This is an optimization exercise on Yosys and OpenROAD, whose aim is small area and a short achievable clock period, not a production implementation. RTL that was checked went through simulation tests only; none was proved equivalent to the original. The RTL of run 1 was laid out without a check of its function. Power is estimated from default activity; no workload was simulated.

## config.mk

```make
export PLATFORM = sky130hd
export DESIGN_NAME = ram_proto_monitor
export DESIGN_NICKNAME = ram_proto_monitor
export VERILOG_FILES = /design/flow/design.v
export SDC_FILE = /design/flow/constraint.sdc
export NUM_CORES = 4
export LEC_CHECK = 0
export CAP_MARGIN = 20
export CORE_MARGIN = 2
export CORE_UTILIZATION = 45
export SETUP_SLACK_MARGIN = 2.5
export SLEW_MARGIN = 20
```

## constraint.sdc

```tcl
create_clock -name core_clock -period 5.0 [get_ports {clk}]
set_input_delay 1.0000 -clock core_clock [delete_from_list [all_inputs] [get_ports {clk}]]
set_output_delay 1.0000 -clock core_clock [all_outputs]
set_load 0.01 [all_outputs]
```

## design.v

```verilog
package ram_mon_pkg;
   typedef enum logic [1:0] {
      WR_ADDR = 2'b00,
      WR_DATA = 2'b01,
      RD_ADDR = 2'b10,
      RD_DATA = 2'b11
   } cmd_e;
   localparam int CHK_RST_OUT       = 0;
   localparam int CHK_SPURIOUS_TX   = 1;
   localparam int CHK_MISSING_TX    = 2;
   localparam int CHK_WR_ORDER      = 3;
   localparam int CHK_RD_ORDER      = 4;
   localparam int CHK_DATA_MISMATCH = 5;
   localparam int N_CHK             = 6;
   typedef enum logic {W_IDLE, W_ARMED} wr_state_e;
   typedef enum logic {R_IDLE, R_ARMED} rd_state_e;
   localparam int TOK_DATA_W = 32;
   typedef struct packed {
      logic                  exp;    
      logic                  chk;    
      logic [TOK_DATA_W-1:0] data;
   } token_t;
endpackage
module ram_mon_shadow #(
   parameter int unsigned ADDR_WIDTH = 8,
   parameter int unsigned NPART      = 1,
   parameter int unsigned LO_W       = ADDR_WIDTH / 2,
   parameter int unsigned HI_W       = ADDR_WIDTH - LO_W
) (
   input  logic                          clk,
   input  logic                          rst,
   input  logic                          we,
   input  logic [ADDR_WIDTH-1:0]         waddr,
   input  logic [ADDR_WIDTH-1:0]         wdata,
   input  logic [(1<<HI_W)-1:0]          rhi,
   input  logic [(1<<LO_W)-1:0]          rlo,
   output logic [NPART*ADDR_WIDTH-1:0]   rpart,
   output logic [NPART-1:0]              vpart
);
   localparam int unsigned DEPTH = 1 << ADDR_WIDTH;
   localparam int unsigned GSIZE = DEPTH / NPART;
   logic [ADDR_WIDTH-1:0] mem [DEPTH];
   logic [DEPTH-1:0]      valid;
   logic [(1<<LO_W)-1:0] wlo;
   logic [(1<<HI_W)-1:0] whi;
   logic [DEPTH-1:0]     wsel, rsel;
   always_comb begin
      for (int i = 0; i < (1<<LO_W); i++) begin
         wlo[i] = (waddr[LO_W-1:0] == i);
      end
      for (int i = 0; i < (1<<HI_W); i++) begin
         whi[i] = we && (waddr[ADDR_WIDTH-1:LO_W] == i);
      end
      for (int j = 0; j < DEPTH; j++) begin
         wsel[j] = whi[j >> LO_W] && wlo[j % (1<<LO_W)];
         rsel[j] = rhi[j >> LO_W] && rlo[j % (1<<LO_W)];
      end
   end
   always_ff @(posedge clk) begin
      for (int j = 0; j < DEPTH; j++) begin
         if (wsel[j]) begin
            mem[j] <= wdata;
         end
      end
   end
   always_ff @(posedge clk) begin
      if (rst) begin
         valid <= '0;
      end else begin
         valid <= valid | wsel;
      end
   end
   always_comb begin
      rpart = '0;
      vpart = '0;
      for (int j = 0; j < DEPTH; j++) begin
         rpart[(j/GSIZE)*ADDR_WIDTH +: ADDR_WIDTH] =
            rpart[(j/GSIZE)*ADDR_WIDTH +: ADDR_WIDTH] | (mem[j] & {ADDR_WIDTH{rsel[j]}});
         vpart[j/GSIZE] = vpart[j/GSIZE] | (valid[j] & rsel[j]);
      end
   end
endmodule
module ram_proto_monitor #(
   parameter int unsigned ADDR_WIDTH = 8,
   parameter int unsigned RD_LATENCY = 1,
   parameter int unsigned CNT_WIDTH  = 16
) (
   input  logic                  clk,
   input  logic                  rst,
   input  logic                  rx_valid,
   input  logic [ADDR_WIDTH+1:0] din,
   input  logic                  tx_valid,
   input  logic [ADDR_WIDTH-1:0] dout,
   input  logic                  clr,
   output logic [ram_mon_pkg::N_CHK-1:0] err_sticky,
   output logic                  err_pulse,
   output logic [CNT_WIDTH-1:0]  err_count,
   output logic [CNT_WIDTH-1:0]  wr_count,
   output logic [CNT_WIDTH-1:0]  rd_count
);
   localparam int unsigned NPART = 8;
   localparam int unsigned TOK_W = 2 + NPART * (ADDR_WIDTH + 1);
   function automatic logic [CNT_WIDTH-1:0] sat_inc(input logic [CNT_WIDTH-1:0] v);
      sat_inc = (&v) ? v : v + 1'b1;
   endfunction
   logic [1:0]            opcode;
   logic [ADDR_WIDTH-1:0] payload;
   logic                  wr_addr_cmd, wr_data_cmd, rd_addr_cmd, rd_data_cmd;
   logic                  wr_armed_q, rd_armed_q;
   localparam int unsigned LO_W = ADDR_WIDTH / 2;
   localparam int unsigned HI_W = ADDR_WIDTH - LO_W;
   logic [ADDR_WIDTH-1:0] waddr_q;
   logic [(1<<HI_W)-1:0]  rhi_q, rhi_d;
   logic [(1<<LO_W)-1:0]  rlo_q, rlo_d;
   logic                  rst_d;
   logic [RD_LATENCY*TOK_W-1:0] pipe_q;
   logic [TOK_W-1:0]            push_tok, head_tok;
   logic                        sh_we;
   logic [NPART*ADDR_WIDTH-1:0] sh_rpart;
   logic [NPART-1:0]            sh_vpart;
   logic                  head_exp, head_armed, head_valid;
   logic [ADDR_WIDTH-1:0] head_data;
   logic [ram_mon_pkg::N_CHK-1:0] fail;
   logic                          any_fail;
   assign opcode  = din[ADDR_WIDTH+1:ADDR_WIDTH];
   assign payload = din[ADDR_WIDTH-1:0];
   assign wr_addr_cmd = rx_valid && !rst && (opcode == ram_mon_pkg::WR_ADDR);
   assign wr_data_cmd = rx_valid && !rst && (opcode == ram_mon_pkg::WR_DATA);
   assign rd_addr_cmd = rx_valid && !rst && (opcode == ram_mon_pkg::RD_ADDR);
   assign rd_data_cmd = rx_valid && !rst && (opcode == ram_mon_pkg::RD_DATA);
   assign sh_we = wr_data_cmd && wr_armed_q;
   ram_mon_shadow #(
      .ADDR_WIDTH(ADDR_WIDTH),
      .NPART     (NPART)
   ) u_shadow (
      .clk    (clk),
      .rst    (rst),
      .we     (sh_we),
      .waddr  (waddr_q),
      .wdata  (payload),
      .rhi    (rhi_q),
      .rlo    (rlo_q),
      .rpart  (sh_rpart),
      .vpart  (sh_vpart)
   );
   always_comb begin
      for (int i = 0; i < (1<<HI_W); i++) rhi_d[i] = (payload[ADDR_WIDTH-1:LO_W] == i);
      for (int i = 0; i < (1<<LO_W); i++) rlo_d[i] = (payload[LO_W-1:0] == i);
   end
   assign push_tok = rd_data_cmd ? {sh_vpart, sh_rpart, rd_armed_q, 1'b1} : '0;
   assign head_tok = pipe_q[(RD_LATENCY-1)*TOK_W +: TOK_W];
   always_comb begin
      head_exp   = head_tok[0];
      head_armed = head_tok[1];
      head_data  = '0;
      for (int p = 0; p < NPART; p++) begin
         head_data = head_data | head_tok[2 + p*ADDR_WIDTH +: ADDR_WIDTH];
      end
      head_valid = |head_tok[2 + NPART*ADDR_WIDTH +: NPART];
   end
   always_comb begin
      fail = '0;
      if (!rst) begin
         fail[ram_mon_pkg::CHK_RST_OUT]       = rst_d && (tx_valid || (dout != '0));
         fail[ram_mon_pkg::CHK_SPURIOUS_TX]   = tx_valid && !head_exp;
         fail[ram_mon_pkg::CHK_MISSING_TX]    = head_exp && !tx_valid;
         fail[ram_mon_pkg::CHK_WR_ORDER]      = wr_data_cmd && !wr_armed_q;
         fail[ram_mon_pkg::CHK_RD_ORDER]      = rd_data_cmd && !rd_armed_q;
         fail[ram_mon_pkg::CHK_DATA_MISMATCH] = head_exp && head_armed && head_valid &&
                                                tx_valid && (dout != head_data);
      end
      any_fail = |fail;
   end
   always_ff @(posedge clk) begin
      rst_d <= rst;
      if (rst) begin
         wr_armed_q <= 1'b0;
         rd_armed_q <= 1'b0;
         waddr_q    <= '0;
         rhi_q      <= (1<<HI_W)'(1);
         rlo_q      <= (1<<LO_W)'(1);
         pipe_q     <= '0;
         err_sticky <= '0;
         err_pulse  <= 1'b0;
         err_count  <= '0;
         wr_count   <= '0;
         rd_count   <= '0;
      end else begin
         if (wr_addr_cmd) begin
            waddr_q    <= payload;
            wr_armed_q <= 1'b1;
         end else if (wr_data_cmd) begin
            wr_armed_q <= 1'b0;
         end
         if (rd_addr_cmd) begin
            rhi_q      <= rhi_d;
            rlo_q      <= rlo_d;
            rd_armed_q <= 1'b1;
         end else if (rd_data_cmd) begin
            rd_armed_q <= 1'b0;
         end
         pipe_q[0 +: TOK_W] <= push_tok;
         for (int i = 1; i < RD_LATENCY; i++) begin
            pipe_q[i*TOK_W +: TOK_W] <= pipe_q[(i-1)*TOK_W +: TOK_W];
         end
         err_sticky <= (clr ? '0 : err_sticky) | fail;
         err_pulse  <= any_fail;
         err_count  <= any_fail    ? sat_inc(clr ? '0 : err_count) : (clr ? '0 : err_count);
         wr_count   <= wr_data_cmd ? sat_inc(clr ? '0 : wr_count)  : (clr ? '0 : wr_count);
         rd_count   <= rd_data_cmd ? sat_inc(clr ? '0 : rd_count)  : (clr ? '0 : rd_count);
      end
   end
endmodule
```

## run.sh

```bash
#!/bin/bash
# synth_recipe.tcl (not shown) runs the flow's synth.tcl, then flattens the netlist and writes it again
# the make line also repeats each setting of config.mk as NAME=value (left out here)
make -C /OpenROAD-flow-scripts/flow DESIGN_CONFIG=/design/flow/config.mk WORK_HOME=/design/flow/orfs CLKGATE_MAP_FILE= SYNTH_SCRIPT=/design/flow/synth_recipe.tcl finish
```

==> results of run 1 <==
layout by cell type (no fill, tap or decap), drive strengths merged, types with 68 or more instances in the layout:
master,netlist,routed
a222oi,72,72
nand2,146,146
clkbuf,290,349
buf,85,442
dfxtp,428,428
nand4,104,104
a22oi,648,648
clkinv,0,68
nand3,246,246
edfxtp,2048,2048
a21oi,104,104
nor2,776,781
a221oi,182,182
o21ai,113,113
a22o,238,238
sequential cells by signal, summed over array words and instances, names as in the netlist, 8 cells and up:
name            cells
rhi_q              16
u_shadow.mem     2048
u_shadow.valid    256
pipe_q             74
waddr_q             8
err_count          16
rlo_q              16
wr_count           16
rd_count           16
worst paths after layout:
path                        end  slack [ns]  depth (start not counted)
setup / recovery     pipe_q[36]        2.35                          5
hold / removal            rst_d        0.43                          1
setup reg to reg     pipe_q[36]        2.35                          5
hold reg to reg   err_sticky[0]        0.47                          1
power by group:
| part | switching [mW] | internal, mW |
|---|---|---|
| combinational | 0.642 | 0.150 |
| sequential | 0.0283 | 22.3 |
| clock | 7.88 | 10.8 |
| total | 8.55 | 33.2 |
worst max-delay path: stages (launching register included):
cell and delay (ns):
dfxtp_4 0.53, buf_6 0.31, a221oi_1 0.36, nand4_1 0.23
a222oi_1 0.75, a21oi_1 0.26
cells by family (layout without fill, tap and decap cells):
logic type / Yosys count / in the layout
simple gates: 1390 / 1395
other cells: 0 / 8
xor+xnor: 30 / 30
compound gates: 1449 / 1449
flops: 2476 / 2476
fa+ha+maj: 3 / 3
mux: 7 / 7
buf+inv: 385 / 965
per-stage QoR:
step,std cells,instance area (sq um)
final,8973,107000
after global routing,8966,107000
after CTS,8935,107000
after detailed placement,8285,95300
after global placement,8283,95300
after floorplan,5740,90800
layout make-up:
class,count,share of cell area (%)
multi-input combinational,2884,18.5
timing repair buffer,502,5.36
sequential,2476,65.4
antenna,8,0.0186
inverter,10,0.0349
clock inverter,108,1.18
clock buffer,345,6.42
tap,2640,3.07
routing by layer:
layer / wire length, um / vias up / track usage [%]
li1: - / 23700 / -
met2: 138000 / 4119 / 45.2
met4: 16000 / 2 / 13.3
met5: 13 / - / 0
met1: 116000 / 29800 / 41.0
met3: 35300 / 683 / 6.09
what timing repair did:
item,in CTS,in global routing
endpoints found under the setup margin,2470,1487
hold buffers,0,0
gates cloned,10,1
pin swaps,83,32
setup buffers,187,29
gates resized for setup,419,46
==> results.txt, run 1 <==
Detailed Route Iter0 Violations between 10000 and 15000; H-tree Lvls 4; Slew Viols, Final 0; Post-synth EDFFs 2048; CP endpoint kind flip-flop; DRT Pass-1 Iters 14; DRC viols 0; first-pass GRT wire length 428000 um; Static Leak approximately 34 nW; Via-to-Cell Ratio 6.49; worst skew pair latency roughly 0.88 ns; MaxCap Viol Count 0; Nets 6137; largest net degree at the start of global routing between 100 and 150; #FFs+latches synth approximately 2500; Critical Path Start Type flip-flop; unrepaired setup endpoints after global routing true; critical path fanouts, max 29; Post-Synth Simple-Gate Area between 6 and 7%; Clock Skew about 0.029 ns; relative slew slack approximately a quarter; Failed Checks antenna rules; average wire per standard cell 34.1 um; RePlAce Congestion just under 0.9; commonest cells in the netlist edfxtp_1, nor2_1, a22oi_1; HPWL Detailed about 170000 um; Yosys Warn Count 3; predominant post-synthesis flop cell edfxtp_1; CTS sink cnt roughly 2500; post-synthesis cell area 0.0892 sq mm; CTS Buf Count between 200 and 250; Via Count approximately 58000; Async SR Flop Fraction 0%; post-synthesis sequential area ratio between 70% and 80%; Bufs on Longest Clock Path 3; FP Rows roughly 160; clk root buf clkbuf_16; Core ar. around 0.20 sq mm; die width around 450 um; post-synthesis adder-cell area fraction 0.0421%; pre-CTS setup slack ~0.34 ns; Routed Antenna Nets 1; Filler Cells Inserted around 16000; Reg clk slew, reported paths 0.06 ns; FMAX approximately 0.38 GHz; outcome finished with violations; fin util between 50% and 60%; grt ovf 0; vias in the first global route roughly 55000; pwr/cell area 389 mW/mm^2; Hold Slack 0.426 ns; Reg2Reg Launch Point rlo_q[12]; antenna violations before repair 7; Synth Area in XOR/XNOR less than 1%; Netlist cell types 67; post-synthesis mux area share less than 1%; hold wc startpoint rst; Multi-input gate area ~0.020 sq mm; most common cell in the netlist edfxtp_1; Die ar. 0.202 sq mm; setup ws final roughly 2.4 ns; P&R area growth vs syn 20.5%; Final Routed Wirelength approximately 310000 um; final-report hold violation count 0; TritonCTS clock tree done; worst-margin pin slew 1.10 ns; Synth top area share roughly 69%; Critical Path RT between 5 and 6 ns; compound-cell area share of the yosys netlist 12.5%; Avg Synthesized Cell Area roughly 16 sq um; io pins 78; largest family of logic cells by synthesized area compound AO/OA/AOI/OAI gates; Final period util a little over half; Starting Density 45.2%; Die Y 449 um; largest cells by area after synthesis edfxtp_1, dfxtp_1, a22oi_1; peak supply drop about 0.38 mV; share of cells above drive strength 1 about a fifth; Setup Total Neg Slack 0 ns; IO Port Bufs 77; WS Path Type flip-flop to flip-flop; GR Util All Layers between 20% and 30%; Worst Hold Class primary input to flip-flop; post-synth top area cell edfxtp_1; CP startpoint rlo_q[12]; synthesized instance count roughly 5700; overall power ~42 mW; syn_nets roughly 5800; register area 0.0702 sq mm; Setup Viol. Count Final 0; Critical Path AT 3.35 ns; minimum clock period approximately 2.6 ns
==> run 2: changes to the inputs <==
--- a/design.v
+++ b/design.v
@@ -147,7 +147,7 @@
       for (int i = 0; i < (1<<HI_W); i++) rhi_d[i] = (payload[ADDR_WIDTH-1:LO_W] == i);
       for (int i = 0; i < (1<<LO_W); i++) rlo_d[i] = (payload[LO_W-1:0] == i);
    end
-   assign push_tok = rd_data_cmd ? {sh_vpart, sh_rpart, rd_armed_q, 1'b1} : '0;
+   assign push_tok = {sh_vpart, sh_rpart, rd_armed_q, rd_data_cmd};
    assign head_tok = pipe_q[(RD_LATENCY-1)*TOK_W +: TOK_W];
    always_comb begin
       head_exp   = head_tok[0];
@@ -172,6 +172,15 @@
       any_fail = |fail;
    end
    always_ff @(posedge clk) begin
+      pipe_q[0 +: TOK_W] <= push_tok;
+      for (int i = 1; i < RD_LATENCY; i++) begin
+         pipe_q[i*TOK_W +: TOK_W] <= pipe_q[(i-1)*TOK_W +: TOK_W];
+         if (rst) begin
+            pipe_q[i*TOK_W] <= 1'b0;
+         end
+      end
+   end
+   always_ff @(posedge clk) begin
       rst_d <= rst;
       if (rst) begin
          wr_armed_q <= 1'b0;
@@ -179,7 +188,6 @@
          waddr_q    <= '0;
          rhi_q      <= (1<<HI_W)'(1);
          rlo_q      <= (1<<LO_W)'(1);
-         pipe_q     <= '0;
          err_sticky <= '0;
          err_pulse  <= 1'b0;
          err_count  <= '0;
@@ -199,10 +207,6 @@
          end else if (rd_data_cmd) begin
             rd_armed_q <= 1'b0;
          end
-         pipe_q[0 +: TOK_W] <= push_tok;
-         for (int i = 1; i < RD_LATENCY; i++) begin
-            pipe_q[i*TOK_W +: TOK_W] <= pipe_q[(i-1)*TOK_W +: TOK_W];
-         end
          err_sticky <= (clr ? '0 : err_sticky) | fail;
          err_pulse  <= any_fail;
          err_count  <= any_fail    ? sat_inc(clr ? '0 : err_count) : (clr ? '0 : err_count);
--- a/config.mk
+++ b/config.mk
@@ -8,5 +8,7 @@
 export CAP_MARGIN = 20
 export CORE_MARGIN = 2
 export CORE_UTILIZATION = 45
-export SETUP_SLACK_MARGIN = 2.5
+export CTS_CLUSTER_DIAMETER = 100
+export CTS_CLUSTER_SIZE = 30
+export SETUP_SLACK_MARGIN = 2.75
 export SLEW_MARGIN = 20
==> results.txt, run 2 <==
outcome complete, no violations; Die Y 449 um (about the same); vias in the first global route 54800 (-0.45%); CTS Buf Count 95 (-60%); IO Port Bufs 77 (unchanged); io pins 78 (unchanged); CTS Hold Buffers Added 0 (unchanged); P&R area growth vs syn 19.1%; post-synth top area cell edfxtp_1; relative slew slack 24.8% (-1.8 points); Critical Path AT 2.88 ns (-0.47 ns); Starting Density 45.3% (+0.049 points); Nets 6171 (+0.55%); RePlAce Congestion 0.901 (+1.3%); crit-path cells buf_8, and4bb_4, nand2_8, nor3b_4, buf_6, buf_6, nand3_4, buf_16, nor2_4; Hold Slack 0.404 ns (-0.0225 ns); CTS sink cnt 2476 (unchanged); clk root buf clkbuf_16; Synth Area in XOR/XNOR 0.275% (-0.020 points); Detailed Route Iter0 Violations 11600 (+14%); Routed Antenna Nets 0 (-1); Slew Viols, Final 0 (unchanged); Final Routed Wirelength 317000 um (+3.6%); GR Util All Layers 29.6% (+0.046 points); FMAX 0.421 GHz (+11%); CP top delay family simple AND/OR/NAND/NOR gates; compound-cell area share of the yosys netlist 12.1% (-0.42 points); Setup Total Neg Slack 0 ns (unchanged); Largest register FFs 2048 (unchanged); worst-margin pin slew 1.13 ns (+0.0252 ns); CP endpoint kind flip-flop; Most common cell on crit path buf_6; largest net degree at the start of global routing 159 (+35%); critical path's slowest cell and4bb_4; most common cell in the netlist edfxtp_1; worst skew pair latency 0.81 ns (-0.07 ns); Clock Skew 0.0515 ns (+0.0229 ns); fin cells 8871 (-1.1%); fin util 53.9% (-0.58 points); Yosys Warn Count 3 (unchanged); Reg clk slew, reported paths 0.12 ns (+0.06 ns); #FFs+latches synth 2476 (unchanged); gr busiest metal met2; largest cells by area after synthesis edfxtp_1, dfxtp_1, a22oi_1; commonest non-fill, non-tap cells in the layout edfxtp_1, a22oi_1, nor2_1; HPWL Detailed 166000 um (-1.1%); predominant post-synthesis flop cell edfxtp_1; Static Leak 33.0 nW (-2.7%); first-pass GRT wire length 428000 um (about the same); Final period util 47.6% (-5.4 points); minimum clock period 2.38 ns (-0.269 ns); Post-Synth Simple-Gate Area 7.42% (+0.53 points); peak supply drop 0.283 mV (-25%); post-synthesis sequential area ratio 78.5% (-0.085 points); met2 usage 45.6% (+0.44 points); pwr/cell area 314 mW/mm^2 (-19%); average wire per standard cell 35.7 um (+4.8%); grt ovf 0 (unchanged); commonest cells in the netlist edfxtp_1, nor2_1, a22oi_1; unrepaired setup endpoints after global routing true; Bufs on Longest Clock Path 3 (unchanged); Core ar. 0.197 sq mm (unchanged); syn_nets 5738 (-0.49%); Via Count 59000 (+1.3%); DRC viols 0 (unchanged); Synth top area share 68.9% (-0.074 points); Critical Path RT 5.50 ns (-0.20 ns); met1 global-route usage 41.8% (+0.82 points); antenna violations before repair 10 (+3); die width 449 um (about the same); Post-Place Cells 8171 (-1.4%); synthesized instance count 5712 (-0.49%); H-tree Lvls 3 (-1); Via-to-Cell Ratio 6.65 (+2.4%); Netlist cell types 72 (+7.5%); TritonCTS clock tree done; post-synthesis mux area share 0.0925% (+0.0069 points); CP peak stage delay 0.44 ns (-0.31 ns); GRT met3 Usage 5.52% (-0.57 points); Async SR Flop Fraction 0% (unchanged); Setup Viol. Count Final 0 (unchanged); critical path fanouts, max 8 (-72%); biggest regs u_shadow.mem (2048), u_shadow.valid (256), pipe_q (74); MaxCap Viol Count 0 (unchanged); WS Path Type primary input to flip-flop; Critical Path Start Type primary input; post-synthesis adder-cell area fraction 0.0420% (-0.000045 points); Post-synth EDFFs 2048 (unchanged); overall power 33.3 mW (-20%); commonest non-fill, non-tap cell in the layout edfxtp_1; final-report hold violation count 0 (unchanged); Die ar. 0.202 sq mm (+0.11%); DRT Pass-1 Iters 8 (-6); FP Rows 163 (unchanged); Worst Hold Class flip-flop to flip-flop; largest register by flop count u_shadow.mem; post-synthesis cell area 0.0893 sq mm (+0.11%); share of cells above drive strength 1 22.1% (+1.4 points); Avg Synthesized Cell Area 15.6 sq um (+0.60%); CP bufs+invs 4 (+3); largest family of logic cells by synthesized area compound AO/OA/AOI/OAI gates
## run 2: kinds of logic (layout without fill, tap and decap cells)
family                     count (synthesis)  after routing
DFF                                     2476           2476
and+or+nand+nor                         1442           1536
AOI/OAI and AO/OA                       1377           1377
buffers and inverters                    379            800
xor gates and xnor gates                  28             28
muxes                                      7              7
adders and majority gates                  3              3
other                                      0              4
## run 2: worst paths after layout
kind,start,end,slack (ns),depth (start not counted)
worst max-delay path,din[9],u_shadow.mem[217][0],2.62,9
worst min-delay path,rd_armed_q,pipe_q[1],0.40,0
worst max register to register,rlo_q[0],pipe_q[54],2.63,5
worst min register to register,rd_armed_q,pipe_q[1],0.40,0
## run 2: timing repair
item,4_1_cts,5_1_grt
setup buffers,300,100
pin swaps,199,166
cloned,65,52
gates resized for setup,582,150
setup endpoints to repair,2510,1899
## run 2: per-stage QoR
stage	area, sq um	worst slack, ns
floorplan	91900	2.05
global placement	95600	0.778
detailed placement	95600	0.696
CTS	104000	2.64
global route	106000	2.62
finish	106000	2.62
## run 2: area by class of cell
cell class / instances / area [sq um]
fill: 15500 / 90900
sequential: 2476 / 70300
multi-input combinational: 2951 / 21900
timing repair buffer: 613 / 7900
tap: 2640 / 3300
clock buffer: 166 / 2730
clock inverter: 13 / 153
inverter: 8 / 30.0
antenna: 4 / 10.0
## run 2: power breakdown
part	switching, mW	total [mW]	leakage [nW]	internal [mW]
Clock	6.31	10.2	1.37	3.84
Combinational	0.696	0.887	9.69	0.192
Sequential	0.0237	22.3	21.9	22.3
Total	7.03	33.3	33.0	26.3
## run 2: layer usage
layer,wire length [um],vias to the layer above
met3,37900,702
met2,143000,4499
met1,121000,30100
li1,-,23700
met4,14900,4
met5,26,-
==> run 3: changes to the inputs <==
--- a/design.v
+++ b/design.v
@@ -101,7 +101,13 @@
    localparam int unsigned NPART = 8;
    localparam int unsigned TOK_W = 2 + NPART * (ADDR_WIDTH + 1);
    function automatic logic [CNT_WIDTH-1:0] sat_inc(input logic [CNT_WIDTH-1:0] v);
-      sat_inc = (&v) ? v : v + 1'b1;
+      for (int i = 0; i < CNT_WIDTH; i++) begin
+         sat_inc[i] = (v[i] ^ (&(v | ~(((CNT_WIDTH)'(1) << i) - 1'b1)))) | (&v);
+      end
+   endfunction
+   function automatic logic [CNT_WIDTH-1:0] next_count(input logic [CNT_WIDTH-1:0] v,
+                                                       input logic inc, input logic clear);
+      next_count = inc ? (clear ? (CNT_WIDTH)'(1) : sat_inc(v)) : (clear ? '0 : v);
    endfunction
    logic [1:0]            opcode;
    logic [ADDR_WIDTH-1:0] payload;
@@ -209,9 +215,9 @@
          end
          err_sticky <= (clr ? '0 : err_sticky) | fail;
          err_pulse  <= any_fail;
-         err_count  <= any_fail    ? sat_inc(clr ? '0 : err_count) : (clr ? '0 : err_count);
-         wr_count   <= wr_data_cmd ? sat_inc(clr ? '0 : wr_count)  : (clr ? '0 : wr_count);
-         rd_count   <= rd_data_cmd ? sat_inc(clr ? '0 : rd_count)  : (clr ? '0 : rd_count);
+         err_count  <= next_count(err_count, any_fail, clr);
+         wr_count   <= next_count(wr_count, wr_data_cmd, clr);
+         rd_count   <= next_count(rd_count, rd_data_cmd, clr);
       end
    end
 endmodule
--- a/config.mk
+++ b/config.mk
@@ -8,7 +8,7 @@
 export CAP_MARGIN = 20
 export CORE_MARGIN = 2
 export CORE_UTILIZATION = 45
-export CTS_CLUSTER_DIAMETER = 100
-export CTS_CLUSTER_SIZE = 30
+export CTS_CLUSTER_DIAMETER = 80
+export CTS_CLUSTER_SIZE = 24
 export SETUP_SLACK_MARGIN = 2.75
 export SLEW_MARGIN = 20
==> results.txt, run 3 <==
R2R setup slack 2.71 ns (+0.08 ns); Die ar. 0.202 sq mm (+0.12%); MaxCap Viol Count 0 (unchanged); Largest register FFs 2048 (unchanged); Post-Place Cells 8164 (-0.086%); setup ws final 2.71 ns (+0.0887 ns); outcome complete, no violations; final-report hold violation count 0 (unchanged); Netlist cell types 65 (-9.7%); Core ar. 0.197 sq mm (+0.10%); FP Rows 163 (unchanged); Async SR Flop Fraction 0% (unchanged); Final period util 45.8% (-1.8 points); largest net degree at the start of global routing 116 (-27%); IO Port Bufs 77 (unchanged); most common cell in the netlist edfxtp_1; critical path fanouts, max 32 (+24); Clock Skew 0.0384 ns (-0.0130 ns); #FFs+latches synth 2476 (unchanged); Post-synth EDFFs 2048 (unchanged); hold wc startpoint rd_armed_q; Hold Path Sink pipe_q[1]; worst-margin pin slew 1.04 ns (-0.0904 ns); GR Util All Layers 28.2% (-1.4 points); fin cells 8676 (-2.2%); Setup Total Neg Slack 0 ns (unchanged); DRC viols 0 (unchanged); Critical Path AT 2.98 ns (+0.10 ns); dpl cell area 0.0958 sq mm (+0.15%); CP bufs+invs 1 (-3); die width 450 um (about the same); largest register by flop count u_shadow.mem; Nets 5974 (-3.2%); critical path's slowest cell dfxtp_4; Most common cell on crit path a22o_1; largest cells by area after synthesis edfxtp_1, dfxtp_1, a22oi_1; grt ovf 0 (unchanged); TritonCTS clock tree done; average wire per standard cell 34.6 um (-3.1%); DRT Pass-1 Iters 6 (-2); Bufs on Longest Clock Path 3 (unchanged); Final Routed Wirelength 300000 um (-5.3%); peak supply drop 0.273 mV (-3.6%); predominant post-synthesis flop cell edfxtp_1; Die Y 450 um (about the same); biggest regs u_shadow.mem (2048), u_shadow.valid (256), pipe_q (74); Avg Synthesized Cell Area 15.7 sq um (+0.52%); RePlAce Congestion 0.893 (-0.85%); P&R area growth vs syn 17.4%; post-synthesis cell area 0.0894 sq mm (+0.12%); worst skew pair latency 0.82 ns (about the same); Reg clk slew, reported paths 0.10 ns (-0.02 ns); relative slew slack 30.7% (+5.9 points); CP endpoint kind flip-flop; pwr/cell area 328 mW/mm^2 (+4.6%); Yosys Warn Count 3 (unchanged); clk root buf clkbuf_16; r2r worst-path depth 5 (unchanged); Hold Crit Depth 0 (unchanged); antenna violations before repair 9 (-1); CP startpoint rlo_q[6]; syn_nets 5724 (-0.24%); vias in the first global route 53300 (-2.8%); unrepaired setup endpoints after global routing true; CTS Hold Buffers Added 0 (unchanged); WS Path Type flip-flop to flip-flop; Setup Viol. Count Final 0 (unchanged); Reg2Reg Launch Point rlo_q[6]; H-tree Lvls 3 (unchanged); pre-CTS setup slack 0.441 ns (-0.256 ns); Critical Path Start Type flip-flop; first-pass GRT wire length 411000 um (-4.0%); commonest non-fill, non-tap cells in the layout edfxtp_1, a22oi_1, nor2_1; Worst Hold Class flip-flop to flip-flop; io pins 78 (unchanged); post-synth top area cell edfxtp_1; share of cells above drive strength 1 21.5% (-0.59 points); Slew Viols, Final 0 (unchanged); Routed Antenna Nets 0 (unchanged); commonest cells in the netlist edfxtp_1, nor2_1, a22oi_1; design area 0.105 sq mm (-1.3%); Worst R2R End pipe_q[57]; Via Count 57400 (-2.7%); crit-path cells buf_4, a22o_1, a221oi_1, nand4_1, a22o_1; Critical Path RT 5.69 ns (+0.19 ns); commonest non-fill, non-tap cell in the layout edfxtp_1; HPWL Detailed 162000 um (-2.2%); Via-to-Cell Ratio 6.61 (-0.55%); CTS sink cnt 2476 (unchanged); Starting Density 45.3% (about the same); Detailed Route Iter0 Violations 9243 (-21%); minimum clock period 2.29 ns (-0.0887 ns); CTS Buf Count 118 (+24%); post-synthesis sequential area ratio 78.4% (-0.091 points); FMAX 0.437 GHz (+3.9%); Synth top area share 68.8% (-0.080 points); Static Leak 32.4 nW (-1.8%); CP peak stage delay 0.51 ns (+0.07 ns); synthesized instance count 5689 (-0.40%); CP top delay family compound AO/OA/AOI/OAI gates
-- run 3: cell types whose count changed after synthesis, sizes merged, moves of 21 or more --
cell / previous run / this run
a21oi: 66 / 263
a221oi: 186 / 323
a22oi: 622 / 489
nor2: 771 / 645
nand3: 234 / 133
a22o: 256 / 356
a222oi: 79 / 11
nand2: 170 / 127
nand4: 122 / 157
clkbuf: 280 / 309
o21ba: 28 / 2
nor3: 11 / 32
xnor2: 21 / 0
-- run 3: cells by family (layout without fill, tap and decap cells) --
family | count (synthesis) | in the layout | synth area share, %
AO/OA/AOI/OAI | 1596 | 1596 | 13.5
multiplexers | 1 | 1 | 0.0126
flip-flops | 2476 | 2476 | 78.4
adder cells (fa/ha/maj) | 12 | 12 | 0.168
AND/OR/NAND/NOR | 1196 | 1201 | 6.20
buffers and inverters | 408 | 749 | 1.77
other | 0 | 1 | 0
-- run 3: where the power goes --
group / leakage [nW] / internal [mW] / switching, mW
Combinational: 8.74 / 0.211 / 0.687
Clock: 1.74 / 4.74 / 6.46
Sequential: 21.9 / 22.3 / 0.0340
Total: 32.4 / 27.2 / 7.18
-- run 3: worst max path at each step --
| stage | to | depth (start not counted) |
|---|---|---|
| final | pipe_q[57] | 5 |
| after global routing | err_count[13] | 9 |
| after CTS | rd_count[7] | 1 |
| after detailed placement | u_shadow.mem[193][5] | 6 |
| after global placement | u_shadow.mem[195][4] | 6 |
| after floorplan | u_shadow.mem[144][0] | 6 |
-- run 3: metrics by stage --
stage	total power, mW	utilization (%)	hold slack (ns)
after CTS	34.4	52.3	0.421
after detailed placement	23.6	48.5	0.387
after global routing	35.2	53.1	0.429
after global placement	23.6	48.5	0.384
final	34.4	53.1	0.420
after floorplan	23.0	-	0.362
-- run 3: final cells by class --
class                   count  area [sq um]
fillers                 15800         92500
flip-flops and latches   2476         70300
multi-input cells        2810         21300
repair buffers            520          6440
clock buffers             187          3340
well taps                2640          3300
clock inverters            29           255
inverters                  13          51.3
diodes                      1          2.50
-- run 3: worst reg2reg max path: cells and delay by family, from the launching register on --
family / cells / cell delay (ns)
AO/OA/AOI/OAI: 3 / 1.02
AND/OR/NAND/NOR: 1 / 0.30
buffers and inverters: 1 / 0.34
flip-flops: 1 / 0.51
-- run 3: timing repair --
action | in CTS | in global routing
gates resized for setup | 627 | 151
pin swaps | 82 | 73
buffers inserted | 206 | 66
endpoints found under the setup margin | 2493 | 1712
hold endpoints to repair | 0 | 0
cloned | 10 | 13
-- run 3: metal layers --
metal  GRT usage [%]  part of all wire, %  vias to the layer above
met3            4.67                   11                      511
met5               0                0.037                        -
met4            9.35                  3.7                        2
li1                -                    -                    23300
met2            44.0                   46                     3994
met1            40.4                   39                    29500
==> run 4: changes to the inputs <==
--- a/config.mk
+++ b/config.mk
@@ -10,5 +10,6 @@
 export CORE_UTILIZATION = 45
 export CTS_CLUSTER_DIAMETER = 80
 export CTS_CLUSTER_SIZE = 24
+export PLACE_DENSITY = 0.75
 export SETUP_SLACK_MARGIN = 2.75
 export SLEW_MARGIN = 20
==> results.txt, run 4 <==
CP startpoint rst; DRC viols 0 (unchanged); Reg clk slew, reported paths 0.09 ns (about the same); Worst R2R End err_count[7]; Die Y 450 um (unchanged); worst skew pair latency 0.83 ns (about the same); WS Path Type primary input to flip-flop; commonest non-fill, non-tap cell in the layout edfxtp_1; Critical Path RT 5.50 ns (-0.19 ns); #FFs+latches synth 2476 (unchanged); Setup Viol. Count Final 0 (unchanged); FMAX 0.414 GHz (-5.2%); Routed Antenna Nets 0 (unchanged); Reg2Reg Launch Point pipe_q[34]; share of cells above drive strength 1 21.9% (+0.32 points); Die ar. 0.202 sq mm (unchanged); Critical Path AT 2.92 ns (-0.06 ns); Starting Density 45.3% (unchanged); Slew Viols, Final 0 (unchanged); R2R setup slack 2.60 ns (-0.11 ns); clk root buf clkbuf_16; Final period util 48.3% (+2.5 points); Most common cell on crit path nand2_8; fin cells 8735 (+0.68%); Yosys Warn Count 3 (unchanged); vias in the first global route 56300 (+5.6%); Via Count 60000 (+4.5%); Flop pwr share 65.3% (+0.5 points); peak supply drop 0.304 mV (+11%); HPWL Detailed 156000 um (-3.4%); CP endpoint kind flip-flop; Hold Slack 0.437 ns (+0.0171 ns); largest cells by area after synthesis edfxtp_1, dfxtp_1, a22oi_1; Avg Synthesized Cell Area 15.7 sq um (unchanged); final-report hold violation count 0 (unchanged); most common cell in the netlist edfxtp_1; outcome complete, no violations; post-synth top area cell edfxtp_1; IO Port Bufs 77 (unchanged); Post-Place Cells 8137 (-0.33%); dpl cell area 0.0955 sq mm (-0.29%); pre-CTS setup slack 0.724 ns (+0.283 ns); FP Rows 163 (unchanged); io pins 78 (unchanged); post-synthesis sequential area ratio 78.4% (unchanged); predominant post-synthesis flop cell edfxtp_1; minimum clock period 2.42 ns (+0.126 ns); relative slew slack 22.5% (-8.2 points); RePlAce Congestion 0.937 (+4.9%); syn_nets 5724 (unchanged); pwr/cell area 323 mW/mm^2 (-1.4%); first-pass GRT wire length 411000 um (about the same); synthesized instance count 5689 (unchanged); CP bufs+invs 4 (+3); largest net degree at the start of global routing 210 (+81%); Detailed Route Iter0 Violations 12500 (+35%); crit-path cells buf_16, and4bb_4, nand2_8, nor3b_4, buf_4, buf_8, nand2_8, buf_6, nor2_4; worst-margin pin slew 1.16 ns (+0.125 ns); Psw 7.10 mW (-1.1%); setup ws final 2.58 ns (-0.126 ns); Logic pwr share 2.7% (about the same); Netlist cell types 65 (unchanged); design area 0.106 sq mm (+0.64%); CP top delay family simple AND/OR/NAND/NOR gates; critical path fanouts, max 14 (-56%); Via-to-Cell Ratio 6.86 (+3.8%); commonest cells in the netlist edfxtp_1, nor2_1, a22oi_1; CP peak stage delay 0.44 ns (-0.07 ns); Largest register FFs 2048 (unchanged); critical path's slowest cell and4bb_4; grt ovf 0 (unchanged); H-tree Lvls 3 (unchanged); P&R area growth vs syn 18.2%; Setup Total Neg Slack 0 ns (unchanged); Clk pwr share 32.0% (-0.6 points); DRT Pass-1 Iters 10 (+4); TritonCTS clock tree done; register area 0.0703 sq mm (about the same); unrepaired setup endpoints after global routing true; largest register by flop count u_shadow.mem; Worst Hold Class flip-flop to flip-flop; switch share 20.8% (-0.076 points); Filler Cells Inserted 14800 (-6.0%); post-synthesis cell area 0.0894 sq mm (unchanged); Multi-input gate area 0.0213 sq mm (+0.18%); antenna violations before repair 17 (+8); Clock Skew 0.0567 ns (+0.0183 ns); Int Power 27.0 mW (-0.69%); CTS sink cnt 2476 (unchanged); Post-synth EDFFs 2048 (unchanged); Nets 6020 (+0.77%); Critical Path End u_shadow.mem[163][3]; CTS Buf Count 116 (-1.7%); Final Routed Wirelength 297000 um (-1.0%); r2r worst-path depth 9 (+4); MaxCap Viol Count 0 (unchanged); biggest regs u_shadow.mem (2048), u_shadow.valid (256), pipe_q (74); Levels on crit path 9 (+4); average wire per standard cell 34.0 um (-1.7%); Core ar. 0.197 sq mm (unchanged); hold wc startpoint rd_armed_q; Critical Path Start Type primary input; GR Util All Layers 27.9% (-0.28 points); Static Leak 32.6 nW (+0.71%); Bufs on Longest Clock Path 3 (unchanged); Synth top area share 68.8% (unchanged); die width 450 um (unchanged); commonest non-fill, non-tap cells in the layout edfxtp_1, a22oi_1, nor2_1; Async SR Flop Fraction 0% (unchanged)
[run 4: how the worst min path moves through the flow]
| stage | slack (ns) | endpoint | depth (start not counted) |
|---|---|---|---|
| global placement | 0.42 | pipe_q[1] | 0 |
| finish | 0.44 | pipe_q[1] | 0 |
| detailed placement | 0.41 | pipe_q[1] | 0 |
| CTS | 0.41 | wr_count[0] | 2 |
| global route | 0.43 | wr_count[0] | 2 |
| floorplan | 0.36 | pipe_q[1] | 0 |
[run 4: repair_timing]
item                       4_1_cts  5_1_grt
pin swaps                      113       94
buffers inserted               246      101
resized for setup              641      154
hold buffers                     0        0
cloned                          17        6
setup endpoints to repair     2489     1570
[run 4: logic make-up after synthesis]
kind of cell	synth area share (%)
muxes	0.0126
adders and majority gates	0.168
DFF	78.4
buffers and inverters	1.77
and+or+nand+nor	6.20
AOI/OAI and AO/OA	13.5
[run 4: area by class of cell]
type / count / share of cell area (%)
Clock inverter: 12 / 0.150
Tap cell: 2640 / 3.13
Clock buffer: 205 / 3.11
Sequential cell: 2476 / 66.5
Timing Repair Buffer: 567 / 6.82
Multi-Input combinational cell: 2811 / 20.2
Inverter: 13 / 0.0509
Antenna cell: 11 / 0.0261
[run 4: power by group through the flow]
stage,registers (mW),logic [mW],clock network (mW)
after floorplan,22.8,0.229,0
after global placement,22.8,0.743,0
after detailed placement,22.8,0.760,0
after CTS,22.3,0.845,10.9
after global routing,22.3,0.930,11.6
final,22.3,0.912,10.9
[run 4: per-layer routing]
| metal | wire length [um] | share of wire [%] | GRT usage [%] | vias up |
|---|---|---|---|---|
| li1 | - | - | - | 23400 |
| met1 | 99700 | 34 | 36.3 | 29800 |
| met2 | 131000 | 44 | 41.5 | 5660 |
| met3 | 45900 | 15 | 8.61 | 1099 |
| met4 | 20200 | 6.8 | 16.0 | 10 |
| met5 | 101 | 0.034 | 0 | - |
[run 4: per-stage QoR]
stage	total power [mW]	util (%)
CTS	34.0	52.6
detailed placement	23.5	48.4
global route	34.8	53.5
global placement	23.5	48.4
finish	34.1	53.5
floorplan	23.0	-
==> run 5: changes to the inputs <==
--- a/config.mk
+++ b/config.mk
@@ -10,6 +10,5 @@
 export CORE_UTILIZATION = 45
 export CTS_CLUSTER_DIAMETER = 80
 export CTS_CLUSTER_SIZE = 24
-export PLACE_DENSITY = 0.75
-export SETUP_SLACK_MARGIN = 2.75
+export SETUP_SLACK_MARGIN = 2.85
 export SLEW_MARGIN = 20
==> results.txt, run 5 <==
outcome complete, no violations; crit-path cells buf_6; post-synth top area cell edfxtp_1; post-synthesis cell area 0.0894 sq mm (unchanged); Setup Total Neg Slack 0 ns (unchanged); R2R setup slack 2.70 ns (+0.10 ns); vias in the first global route 53900 (-4.2%); commonest non-fill, non-tap cells in the layout edfxtp_1, a22oi_1, nor2_1; Slew Viols, Final 0 (unchanged); Nets 6052 (+0.53%); Flop pwr share 64.3% (-1.0 points); Die ar. 0.202 sq mm (unchanged); Reg clk slew, reported paths 0.10 ns (about the same); CP top delay family flip-flops; final-report hold violation count 0 (unchanged); RePlAce Congestion 0.891 (-4.9%); FP Rows 163 (unchanged); FMAX 0.434 GHz (+4.8%); Routed Antenna Nets 0 (unchanged); post-synthesis sequential area ratio 78.4% (unchanged); antenna violations before repair 12 (-5); Synth top area share 68.8% (unchanged); commonest cells in the netlist edfxtp_1, nor2_1, a22oi_1; unrepaired setup endpoints after global routing true; io pins 78 (unchanged); Async SR Flop Fraction 0% (unchanged); Logic pwr share 2.7% (about the same); CP endpoint kind primary output; Critical Path Start Type flip-flop; overall power 34.7 mW (+1.7%); DRC viols 0 (unchanged); Detailed Route Iter0 Violations 9474 (-24%); Static Leak 33.0 nW (+1.2%); Setup Viol. Count Final 0 (unchanged); Final period util 46.1% (-2.2 points); Largest register FFs 2048 (unchanged); largest net degree at the start of global routing 107 (-49%); switch share 21.1% (+0.28 points); HPWL Detailed 164000 um (+4.6%); Die Y 450 um (unchanged); #FFs+latches synth 2476 (unchanged); CTS Hold Buffers Added 0 (unchanged); GR Util All Layers 28.4% (+0.50 points); share of cells above drive strength 1 23.1% (+1.2 points); largest register by flop count u_shadow.mem; CTS sink cnt 2476 (unchanged); minimum clock period 2.31 ns (-0.110 ns); die width 450 um (unchanged); grt ovf 0 (unchanged); Psw 7.32 mW (+3.0%); largest cells by area after synthesis edfxtp_1, dfxtp_1, a22oi_1; H-tree Lvls 3 (unchanged); Netlist cell types 65 (unchanged); CP bufs+invs 1 (-3); IO Port Bufs 77 (unchanged); Worst Hold Class flip-flop to flip-flop; Levels on crit path 1 (-8); Clk pwr share 33.0% (+1.0 points); predominant post-synthesis flop cell edfxtp_1; r2r worst-path depth 9 (unchanged); Hold Crit Depth 0 (unchanged); DRT Pass-1 Iters 10 (unchanged); Core ar. 0.197 sq mm (unchanged); average wire per standard cell 34.7 um (+2.0%); Critical Path RT 4.00 ns (-1.50 ns); most common cell in the netlist edfxtp_1; peak supply drop 0.347 mV (+14%); relative slew slack 30.1% (+7.6 points); pwr/cell area 326 mW/mm^2 (+0.91%); Bufs on Longest Clock Path 3 (unchanged); Avg Synthesized Cell Area 15.7 sq um (unchanged); Clock Skew 0.0417 ns (-0.0151 ns); Final Routed Wirelength 304000 um (+2.4%); Int Power 27.4 mW (+1.3%); clk root buf clkbuf_16; worst skew pair latency 0.83 ns (about the same); Via-to-Cell Ratio 6.59 (-4.0%); first-pass GRT wire length 414000 um (+0.81%); synthesized instance count 5689 (unchanged); P&R area growth vs syn 19.0%; MaxCap Viol Count 0 (unchanged); syn_nets 5724 (unchanged); CP peak stage delay 0.37 ns (-0.07 ns); WS Path Type flip-flop to primary output; CTS Buf Count 121 (+4.3%); commonest non-fill, non-tap cell in the layout edfxtp_1; Critical Path AT 1.31 ns (-1.61 ns); Starting Density 45.3% (unchanged); Via Count 57800 (-3.6%); Yosys Warn Count 3 (unchanged); biggest regs u_shadow.mem (2048), u_shadow.valid (256), pipe_q (74); critical path's slowest cell dfxtp_2; critical path fanouts, max 2 (-12); worst-margin pin slew 1.05 ns (-0.114 ns); Post-synth EDFFs 2048 (unchanged); TritonCTS clock tree done
==> run 5: metal layers <==
| metal | GRT usage (%) | share of wire [%] | vias up |
|---|---|---|---|
| li1 | - | - | 23500 |
| met5 | 0 | 0.0043 | - |
| met3 | 4.46 | 11 | 542 |
| met2 | 44.8 | 46 | 4005 |
| met4 | 9.41 | 3.8 | 2 |
| met1 | 40.4 | 39 | 29700 |
==> run 5: final timing paths <==
check                 from             to
max          err_count[13]  err_count[13]
min             rd_armed_q      pipe_q[1]
max reg2reg     pipe_q[15]  err_count[14]
min reg2reg     rd_armed_q      pipe_q[1]
==> run 5: final cells by class <==
| type | count | area (sq um) |
|---|---|---|
| Multi-Input combinational cell | 2809 | 21500 |
| Timing Repair Buffer | 596 | 7540 |
| Antenna cell | 6 | 15.0 |
| Fill cell | 15600 | 91000 |
| Sequential cell | 2476 | 70300 |
| Tap cell | 2640 | 3300 |
| Inverter | 13 | 51.3 |
| Clock inverter | 31 | 343 |
| Clock buffer | 192 | 3420 |
==> run 5: what timing repair did <==
item,in CTS,in global routing
setup endpoints to repair,2519,1747
buffers inserted,198,130
pin swaps,80,112
gates cloned,7,17
gates resized for setup,695,160
==> run 5: logic make-up (layout without fill, tap and decap cells) <==
family | after synthesis | in the layout | share of synthesized area, %
adder cells (fa/ha/maj) | 12 | 12 | 0.168
AO/OA/AOI/OAI | 1596 | 1596 | 13.5
other | 0 | 6 | 0
multiplexers | 1 | 1 | 0.0126
AND/OR/NAND/NOR | 1196 | 1200 | 6.20
buffers and inverters | 408 | 832 | 1.77
flip-flops | 2476 | 2476 | 78.4
==> run 5: power by group through the flow <==
stage          sequential (mW)  combinational (mW)  clock (mW)
3_3_place_gp              22.8               0.797           0
2_1_floorplan             22.8               0.229           0
5_1_grt                   22.3               0.983        12.2
4_1_cts                   22.3               0.908        11.5
3_5_place_dp              22.8               0.806           0
6_report                  22.3               0.951        11.5
==> run 5: through the flow <==
step | hold slack (ns) | cells | util, % | instance area [sq um] | worst slack, ns
detailed placement | 0.396 | 8182 | 48.6 | 95900 | 0.389
finish | 0.405 | 8763 | 53.9 | 106000 | 2.69
floorplan | 0.362 | 5689 | - | 91800 | 2.20
CTS | 0.403 | 8610 | 52.5 | 104000 | 2.65
global placement | 0.398 | 8181 | 48.6 | 95900 | 0.510
global route | 0.408 | 8759 | 53.9 | 106000 | 2.61
==> run 6: changes to the inputs <==
--- a/design.v
+++ b/design.v
@@ -99,7 +99,7 @@
    output logic [CNT_WIDTH-1:0]  rd_count
 );
    localparam int unsigned NPART = 8;
-   localparam int unsigned TOK_W = 2 + NPART * (ADDR_WIDTH + 1);
+   localparam int unsigned TOK_W = 3 + ADDR_WIDTH + NPART * (ADDR_WIDTH + 1);
    function automatic logic [CNT_WIDTH-1:0] sat_inc(input logic [CNT_WIDTH-1:0] v);
       for (int i = 0; i < CNT_WIDTH; i++) begin
          sat_inc[i] = (v[i] ^ (&(v | ~(((CNT_WIDTH)'(1) << i) - 1'b1)))) | (&v);
@@ -122,10 +122,13 @@
    logic [RD_LATENCY*TOK_W-1:0] pipe_q;
    logic [TOK_W-1:0]            push_tok, head_tok;
    logic                        sh_we;
+   logic                        pend_we_q;
+   logic [ADDR_WIDTH-1:0]       pend_data_q;
+   logic                        rd_hit;
    logic [NPART*ADDR_WIDTH-1:0] sh_rpart;
    logic [NPART-1:0]            sh_vpart;
-   logic                  head_exp, head_armed, head_valid;
-   logic [ADDR_WIDTH-1:0] head_data;
+   logic                  head_exp, head_armed, head_valid, head_hit;
+   logic [ADDR_WIDTH-1:0] head_data, head_pdata;
    logic [ram_mon_pkg::N_CHK-1:0] fail;
    logic                          any_fail;
    assign opcode  = din[ADDR_WIDTH+1:ADDR_WIDTH];
@@ -141,9 +144,9 @@
    ) u_shadow (
       .clk    (clk),
       .rst    (rst),
-      .we     (sh_we),
+      .we     (pend_we_q),
       .waddr  (waddr_q),
-      .wdata  (payload),
+      .wdata  (pend_data_q),
       .rhi    (rhi_q),
       .rlo    (rlo_q),
       .rpart  (sh_rpart),
@@ -153,7 +156,8 @@
       for (int i = 0; i < (1<<HI_W); i++) rhi_d[i] = (payload[ADDR_WIDTH-1:LO_W] == i);
       for (int i = 0; i < (1<<LO_W); i++) rlo_d[i] = (payload[LO_W-1:0] == i);
    end
-   assign push_tok = {sh_vpart, sh_rpart, rd_armed_q, rd_data_cmd};
+   assign rd_hit = pend_we_q && rhi_q[waddr_q[ADDR_WIDTH-1:LO_W]] && rlo_q[waddr_q[LO_W-1:0]];
+   assign push_tok = {rd_hit, pend_data_q, sh_vpart, sh_rpart, rd_armed_q, rd_data_cmd};
    assign head_tok = pipe_q[(RD_LATENCY-1)*TOK_W +: TOK_W];
    always_comb begin
       head_exp   = head_tok[0];
@@ -163,6 +167,8 @@
          head_data = head_data | head_tok[2 + p*ADDR_WIDTH +: ADDR_WIDTH];
       end
       head_valid = |head_tok[2 + NPART*ADDR_WIDTH +: NPART];
+      head_pdata = head_tok[2 + NPART*(ADDR_WIDTH+1) +: ADDR_WIDTH];
+      head_hit   = head_tok[2 + NPART*(ADDR_WIDTH+1) + ADDR_WIDTH];
    end
    always_comb begin
       fail = '0;
@@ -172,8 +178,9 @@
          fail[ram_mon_pkg::CHK_MISSING_TX]    = head_exp && !tx_valid;
          fail[ram_mon_pkg::CHK_WR_ORDER]      = wr_data_cmd && !wr_armed_q;
          fail[ram_mon_pkg::CHK_RD_ORDER]      = rd_data_cmd && !rd_armed_q;
-         fail[ram_mon_pkg::CHK_DATA_MISMATCH] = head_exp && head_armed && head_valid &&
-                                                tx_valid && (dout != head_data);
+         fail[ram_mon_pkg::CHK_DATA_MISMATCH] = head_exp && head_armed && tx_valid &&
+                                                (head_hit ? (dout != head_pdata)
+                                                          : (head_valid && (dout != head_data)));
       end
       any_fail = |fail;
    end
@@ -185,6 +192,10 @@
             pipe_q[i*TOK_W] <= 1'b0;
          end
       end
+   end
+   always_ff @(posedge clk) begin
+      pend_we_q   <= sh_we;
+      pend_data_q <= payload;
    end
    always_ff @(posedge clk) begin
       rst_d <= rst;
--- a/config.mk
+++ b/config.mk
@@ -10,5 +10,5 @@
 export CORE_UTILIZATION = 45
 export CTS_CLUSTER_DIAMETER = 80
 export CTS_CLUSTER_SIZE = 24
-export SETUP_SLACK_MARGIN = 2.85
+export SETUP_SLACK_MARGIN = 2.75
 export SLEW_MARGIN = 20
==> results.txt, run 6 <==
Setup Viol. Count Final 0 (unchanged); worst skew pair latency 0.80 ns (-0.03 ns); Netlist cell types 47 (-28%); Synth top area share 69.0% (+0.14 points); commonest non-fill, non-tap cell in the layout edfxtp_1; Final Routed Wirelength 289000 um (-4.9%); clk root buf clkbuf_16; CTS Buf Count 119 (-1.7%); Reg clk slew, reported paths 0.10 ns (about the same); fin util 52.0% (-1.9 points); Die ar. 0.202 sq mm (-0.21%); Detailed Route Iter0 Violations 8694 (-8.2%); Via Count 55400 (-4.1%); Yosys Warn Count 3 (unchanged); Critical Path RT 5.70 ns (+1.70 ns); CP endpoint kind flip-flop; Setup Total Neg Slack 0 ns (unchanged); WS Path Type flip-flop to flip-flop; Async SR Flop Fraction 0% (unchanged); Final period util 49.8% (+3.7 points); post-synthesis sequential area ratio 79.0% (+0.57 points); largest cells by area after synthesis edfxtp_1, dfxtp_1, a22oi_1; final-report hold violation count 0 (unchanged); Psw 7.18 mW (-1.8%); Avg Synthesized Cell Area 16.5 sq um (+4.7%); antenna violations before repair 14 (+2); grt ovf 0 (unchanged); H-tree Lvls 3 (unchanged); IO Port Bufs 77 (unchanged); DRC viols 0 (unchanged); HPWL Detailed 160000 um (-2.3%); Clk pwr share 32.9% (about the same); Starting Density 45.2% (-0.048 points); crit-path cells nor4_4, a21oi_2, nor4_2, nand4_1, buf_6, a221o_4, and2_4, a32o_1; RePlAce Congestion 0.880 (-1.2%); FMAX 0.401 GHz (-7.5%); Routed Antenna Nets 0 (unchanged); Int Power 27.5 mW (+0.40%); Post-synth EDFFs 2048 (unchanged); syn_nets 5456 (-4.7%); P&R area growth vs syn 15.1%; CP top delay family simple AND/OR/NAND/NOR gates; largest net degree at the start of global routing 161 (+50%); vias in the first global route 52200 (-3.1%); die width 449 um (-0.10%); io pins 78 (unchanged); Critical Path AT 3.19 ns (+1.88 ns); Critical Path Start Type flip-flop; overall power 34.7 mW (about the same); share of cells above drive strength 1 18.5% (-4.6 points); relative slew slack 29.0% (-1.1 points); pwr/cell area 338 mW/mm^2 (+3.6%); CTS sink cnt 2494 (+0.73%); synthesized instance count 5421 (-4.7%); Die Y 449 um (-0.10%); Static Leak 32.3 nW (-2.2%); DRT Pass-1 Iters 6 (-4); FP Rows 163 (unchanged); Slew Viols, Final 0 (unchanged); CTS Hold Buffers Added 0 (unchanged); CP bufs+invs 1 (unchanged); minimum clock period 2.49 ns (+0.187 ns); switch share 20.7% (-0.37 points); commonest cells in the netlist edfxtp_1, a22oi_1, dfxtp_1; Logic pwr share 2.2% (-0.5 points); Via-to-Cell Ratio 6.56 (-0.54%); Filler Cells Inserted 15900 (+2.2%); outcome complete, no violations; Largest register FFs 2048 (unchanged); first-pass GRT wire length 402000 um (-2.9%); CP peak stage delay 0.42 ns (+0.05 ns); worst-margin pin slew 1.06 ns (+0.0171 ns); largest register by flop count u_shadow.mem; TritonCTS clock tree done; post-synthesis cell area 0.0892 sq mm (-0.21%); commonest non-fill, non-tap cells in the layout edfxtp_1, a22oi_1, dfxtp_1; Nets 5732 (-5.3%); unrepaired setup endpoints after global routing true; biggest regs u_shadow.mem (2048), u_shadow.valid (256), pipe_q (83); Core ar. 0.197 sq mm (-0.10%); critical path fanouts, max 8 (+6); post-synth top area cell edfxtp_1; average wire per standard cell 34.2 um (-1.3%); MaxCap Viol Count 0 (unchanged); most common cell in the netlist edfxtp_1; GR Util All Layers 27.7% (-0.72 points); Clock Skew 0.0417 ns (-0.00000110 ns); #FFs+latches synth 2494 (+0.73%); Flop pwr share 64.9% (+0.6 points); critical path's slowest cell nor4_4; peak supply drop 0.308 mV (-11%); predominant post-synthesis flop cell edfxtp_1; Worst Hold Class flip-flop to flip-flop; Bufs on Longest Clock Path 3 (unchanged)
-- run 6: cell types whose count changed in the layout (fill, tap and decap cells not counted), sizes merged, moves of 15 or more --
| cell | delta |
|---|---|
| a22oi | +58 |
| o21a | +252 |
| nor2 | -329 |
| nand2 | +15 |
| a21oi | -203 |
| nand3 | +15 |
| a22o | -41 |
| buf | -74 |
| dfxtp | +18 |
| a221oi | -37 |
-- run 6: metrics by stage --
stage	instance area [sq um]	setup WS (ns)	hold WS, ns	instances
global route	103000	2.49	0.420	8440
detailed placement	94400	0.747	0.390	8033
global placement	94300	0.744	0.397	8031
floorplan	89300	2.11	0.351	5421
CTS	102000	2.60	0.409	8402
finish	103000	2.51	0.416	8446
-- run 6: cell families (layout without fill, tap and decap cells) --
kind of cell	count (synthesis)	after routing	share of synthesized area, %
xor+xnor	8	8	0.0786
buf+inv	382	758	1.62
flops	2494	2494	79.0
other cells	0	7	0
fa+ha+maj	12	12	0.168
mux	11	11	0.264
simple gates	870	870	4.60
compound gates	1644	1646	14.3
-- run 6: worst paths after layout --
kind	startpoint	endpoint	slack, ns	cells past startpoint
setup / recovery	pipe_q[36]	err_count[9]	2.51	8
hold / removal	rd_armed_q	pipe_q[1]	0.42	0
setup reg to reg	pipe_q[36]	err_count[9]	2.51	8
hold reg to reg	rd_armed_q	pipe_q[1]	0.42	0
-- run 6: area by class of cell --
cell class	count	area [sq um]	share of cell area (%)
Sequential cell	2494	70700	68.8
Multi-Input combinational cell	2547	19500	19.0
Timing Repair Buffer	519	5420	5.28
Clock buffer	201	3460	3.37
Tap cell	2640	3300	3.22
Clock inverter	22	234	0.228
Inverter	16	72.6	0.0707
Antenna cell	7	17.5	0.0171
-- run 6: power by group through the flow --
stage	Clock [mW]	Combinational (mW)	Sequential, mW
6_report	11.4	0.752	22.5
5_1_grt	12.2	0.784	22.5
4_1_cts	11.5	0.706	22.5
3_5_place_dp	0	0.634	23.0
3_3_place_gp	0	0.621	23.0
2_1_floorplan	0	0.213	23.1
-- run 6: repair_timing --
action	in CTS	in global routing
gates cloned	6	3
pin swaps	58	49
gates resized for setup	862	111
endpoints found under the setup margin	2389	415
buffers inserted	140	33
-- run 6: routing by layer --
layer	vias to the layer above	track usage [%]	routed length (um)
li1	22600	-	-
met1	28700	39.6	115000
met2	3579	42.9	131000
met3	463	5.56	32800
met4	2	8.31	10300
met5	-	0	13
==> run 7: changes to the inputs <==
--- a/design.v
+++ b/design.v
@@ -130,7 +130,8 @@
    logic                  head_exp, head_armed, head_valid, head_hit;
    logic [ADDR_WIDTH-1:0] head_data, head_pdata;
    logic [ram_mon_pkg::N_CHK-1:0] fail;
-   logic                          any_fail;
+   logic                          any_fail, other_fail;
+   logic [CNT_WIDTH-1:0]          err_count_fail, err_count_nofail;
    assign opcode  = din[ADDR_WIDTH+1:ADDR_WIDTH];
    assign payload = din[ADDR_WIDTH-1:0];
    assign wr_addr_cmd = rx_valid && !rst && (opcode == ram_mon_pkg::WR_ADDR);
@@ -183,6 +184,11 @@
                                                           : (head_valid && (dout != head_data)));
       end
       any_fail = |fail;
+      other_fail = fail[ram_mon_pkg::CHK_RST_OUT]    || fail[ram_mon_pkg::CHK_SPURIOUS_TX] ||
+                   fail[ram_mon_pkg::CHK_MISSING_TX] || fail[ram_mon_pkg::CHK_WR_ORDER]    ||
+                   fail[ram_mon_pkg::CHK_RD_ORDER];
+      err_count_fail   = next_count(err_count, 1'b1, clr);
+      err_count_nofail = next_count(err_count, other_fail, clr);
    end
    always_ff @(posedge clk) begin
       pipe_q[0 +: TOK_W] <= push_tok;
@@ -225,8 +231,8 @@
             rd_armed_q <= 1'b0;
          end
          err_sticky <= (clr ? '0 : err_sticky) | fail;
-         err_pulse  <= any_fail;
-         err_count  <= next_count(err_count, any_fail, clr);
+         err_pulse  <= fail[ram_mon_pkg::CHK_DATA_MISMATCH] || other_fail;
+         err_count  <= fail[ram_mon_pkg::CHK_DATA_MISMATCH] ? err_count_fail : err_count_nofail;
          wr_count   <= next_count(wr_count, wr_data_cmd, clr);
          rd_count   <= next_count(rd_count, rd_data_cmd, clr);
       end
==> results.txt, run 7 <==
Post-synth EDFFs 2048 (unchanged); Final period util 50.2% (+0.40 points); post-synthesis cell area 0.0892 sq mm (about the same); post-synth top area cell edfxtp_1; Setup Viol. Count Final 0 (unchanged); Largest register FFs 2048 (unchanged); RePlAce Congestion 0.894 (+1.6%); outcome complete, no violations; GRT met3 Usage 5.46% (-0.098 points); biggest regs u_shadow.mem (2048), u_shadow.valid (256), pipe_q (83); CTS Buf Count 119 (unchanged); register area 0.0707 sq mm (about the same); CP startpoint dout[6]; Hold Slack 0.408 ns (-0.00796 ns); Die ar. 0.202 sq mm (about the same); IO Port Bufs 77 (unchanged); Nets 5997 (+4.6%); MaxCap Viol Count 0 (unchanged); Async SR Flop Fraction 0% (unchanged); #FFs+latches synth 2494 (unchanged); FP Rows 163 (unchanged); grt ovf 0 (unchanged); die width 449 um (about the same); DRC viols 0 (unchanged); Multi-input gate area 0.0194 sq mm (-0.42%); largest register by flop count u_shadow.mem; Critical Path Start Type primary input; worst skew pair latency 0.83 ns (+0.03 ns); DRT Pass-1 Iters 8 (+2); most common cell in the netlist edfxtp_1; Reg2Reg Launch Point rlo_q[15]; Netlist cell types 48 (+2.1%); P&R area growth vs syn 15.4%; average wire per standard cell 33.9 um (-0.95%); io pins 78 (unchanged); FMAX 0.398 GHz (-0.80%); overall power 34.7 mW (about the same); GR Util All Layers 28.2% (+0.53 points); unrepaired setup endpoints after global routing true; relative slew slack 19.8% (-9.2 points); H-tree Lvls 3 (unchanged); Reg clk slew, reported paths 0.09 ns (about the same); Post-Place Cells 8255 (+2.8%); antenna violations before repair 11 (-3); Slew Viols, Final 0 (unchanged); met1 global-route usage 39.8% (+0.20 points); Synth top area share 68.9% (about the same); worst-margin pin slew 1.20 ns (+0.138 ns); Yosys Warn Count 3 (unchanged); pwr/cell area 337 mW/mm^2 (-0.35%); syn_nets 5685 (+4.2%); HPWL Detailed 158000 um (-0.99%); CTS sink cnt 2494 (unchanged); WS Path Type primary input to flip-flop; CP endpoint kind flip-flop; Critical Path RT 5.73 ns (+0.03 ns); first-pass GRT wire length 408000 um (+1.6%); Starting Density 45.2% (about the same); Filler Cells Inserted 16000 (+0.64%); Routed Antenna Nets 0 (unchanged); commonest cells in the netlist edfxtp_1, nor2_1, a22oi_1; minimum clock period 2.51 ns (+0.0200 ns); pre-CTS setup slack 1.02 ns (+0.269 ns); Die Y 449 um (about the same); clk root buf clkbuf_16; largest net degree at the start of global routing 165 (+2.5%); gr busiest metal met2; CTS Hold Buffers Added 0 (unchanged); commonest non-fill, non-tap cells in the layout edfxtp_1, nor2_1, a22oi_1; fin cells 8717 (+3.2%); TritonCTS clock tree done; share of cells above drive strength 1 18.1% (-0.36 points); Static Leak 32.5 nW (+0.68%); Avg Synthesized Cell Area 15.8 sq um (-4.0%); Via Count 56700 (+2.4%); critical path fanouts, max 6 (-2); met2 usage 43.8% (+0.87 points); predominant post-synthesis flop cell edfxtp_1; peak supply drop 0.325 mV (+5.4%); vias in the first global route 52800 (+0.99%); synthesized instance count 5650 (+4.2%); largest cells by area after synthesis edfxtp_1, dfxtp_1, a22oi_1; Core ar. 0.197 sq mm (unchanged); Detailed Route Iter0 Violations 9384 (+7.9%); commonest non-fill, non-tap cell in the layout edfxtp_1; Final Routed Wirelength 296000 um (+2.2%); final-report hold violation count 0 (unchanged); hold wc startpoint rd_armed_q; Setup Total Neg Slack 0 ns (unchanged); setup ws final 2.49 ns (-0.0200 ns); Worst Hold Class flip-flop to flip-flop; Via-to-Cell Ratio 6.51 (-0.74%); post-synthesis sequential area ratio 79.0% (about the same); Bufs on Longest Clock Path 3 (unchanged); Critical Path AT 3.24 ns (+0.05 ns); Clock Skew 0.0544 ns (+0.0127 ns)
run 7: what timing repair did:
action / CTS / global route
gates cloned: 7 / 8
setup buffers: 163 / 48
resized for setup: 872 / 99
pin swaps: 53 / 22
setup endpoints to repair: 2431 / 520
run 7: power by group:
| group | internal (mW) | total [mW] | switching, mW |
|---|---|---|---|
| Sequential | 22.4 | 22.5 | 0.0991 |
| Clock | 4.84 | 11.4 | 6.54 |
| Combinational | 0.197 | 0.765 | 0.568 |
| Total | 27.4 | 34.7 | 7.21 |
run 7: kinds of logic (layout without fill, tap and decap cells):
logic type,count (synthesis),after routing,synth area share (%)
simple gates,1321,1322,6.49
fa+ha+maj,12,12,0.168
mux,11,11,0.264
xor+xnor,8,8,0.0786
flops,2494,2494,79.0
other cells,0,9,0
compound gates,1420,1420,12.4
buf+inv,384,801,1.63
run 7: worst paths after layout:
| path | endpoint | depth (start not counted) | slack [ns] |
|---|---|---|---|
| setup / recovery | err_count[14] | 9 | 2.49 |
| hold / removal | pipe_q[1] | 0 | 0.41 |
| setup reg to reg | pipe_q[55] | 5 | 2.53 |
| hold reg to reg | pipe_q[1] | 0 | 0.41 |
run 7: stage by stage:
step / util, % / cell area (sq um)
after floorplan: - / 89300
after global placement: 47.8 / 94300
after detailed placement: 47.8 / 94300
after CTS: 51.6 / 102000
after global routing: 52.2 / 103000
final: 52.2 / 103000
run 7: layout make-up:
type	instances	area share (%)
Antenna cell	9	0.0219
Clock buffer	199	3.25
Clock inverter	28	0.322
Inverter	16	0.0596
Multi-Input combinational cell	2773	18.8
Sequential cell	2494	68.6
Tap cell	2640	3.21
Timing Repair Buffer	558	5.67
run 7: routing by layer:
metal  vias up  wire (um)  share of wire [%]
met5         -         34              0.012
met4         6      11500                3.9
met3       455      33900                 11
met2      3688     135000                 46
met1     29400     115000                 39
li1      23200          -                  -
run 7: critical path, stage by stage:
cell and delay [ns]:
clkdlybuf4s15_2 0.27, nor2_1 0.16, nand3_2 0.20, and3_4 0.24, or4_4 0.50, a221o_2 0.39, buf_6 0.17, and4b_1 0.18
nor3_2 0.11

[static timing again, ports no longer ideal]
No port has a modelled driver above. Below, the same layouts with a new extraction and two added sets of constraints.
Step 1 assumes that a clkbuf_16 drives the clock port and a buf_2 every other input.
Step 2 times the ports against the registers' clock, not the clock port: input delays grow and output delays shrink by t, the midpoint of the rising clock arrivals with the driver on.
a / b / c = ideal / step 1 / step 2; a / b = the first two.
run | t (ns) | setup slack, ns | clock arrival spread, ns | worst register clock-pin slew, ns | cell pins on the clock port's net
run 1 | 0.951 | 2.353 / 2.353 / 1.631 | 0.036 / 0.036 | 0.07 / 0.07 | 1
run 2 | 0.887 | 2.622 / 2.600 / 1.755 | 0.057 / 0.057 | 0.12 / 0.12 | 1
run 3 | 0.891 | 2.711 / 2.626 / 1.807 | 0.046 / 0.046 | 0.10 / 0.10 | 1
run 4 | 0.892 | 2.585 / 2.480 / 1.588 | 0.059 / 0.058 | 0.11 / 0.11 | 1
run 5 | 0.903 | 2.695 / 2.606 / 1.724 | 0.052 / 0.052 | 0.10 / 0.10 | 1
run 6 | 0.889 | 2.508 / 2.508 / 1.673 | 0.056 / 0.056 | 0.10 / 0.10 | 1
run 7 | 0.890 | 2.488 / 2.449 / 1.559 | 0.058 / 0.058 | 0.10 / 0.10 | 1
The setup slack of run 4, which loses most, moves by -0.105 ns with the drivers and by -0.997 ns with both steps.
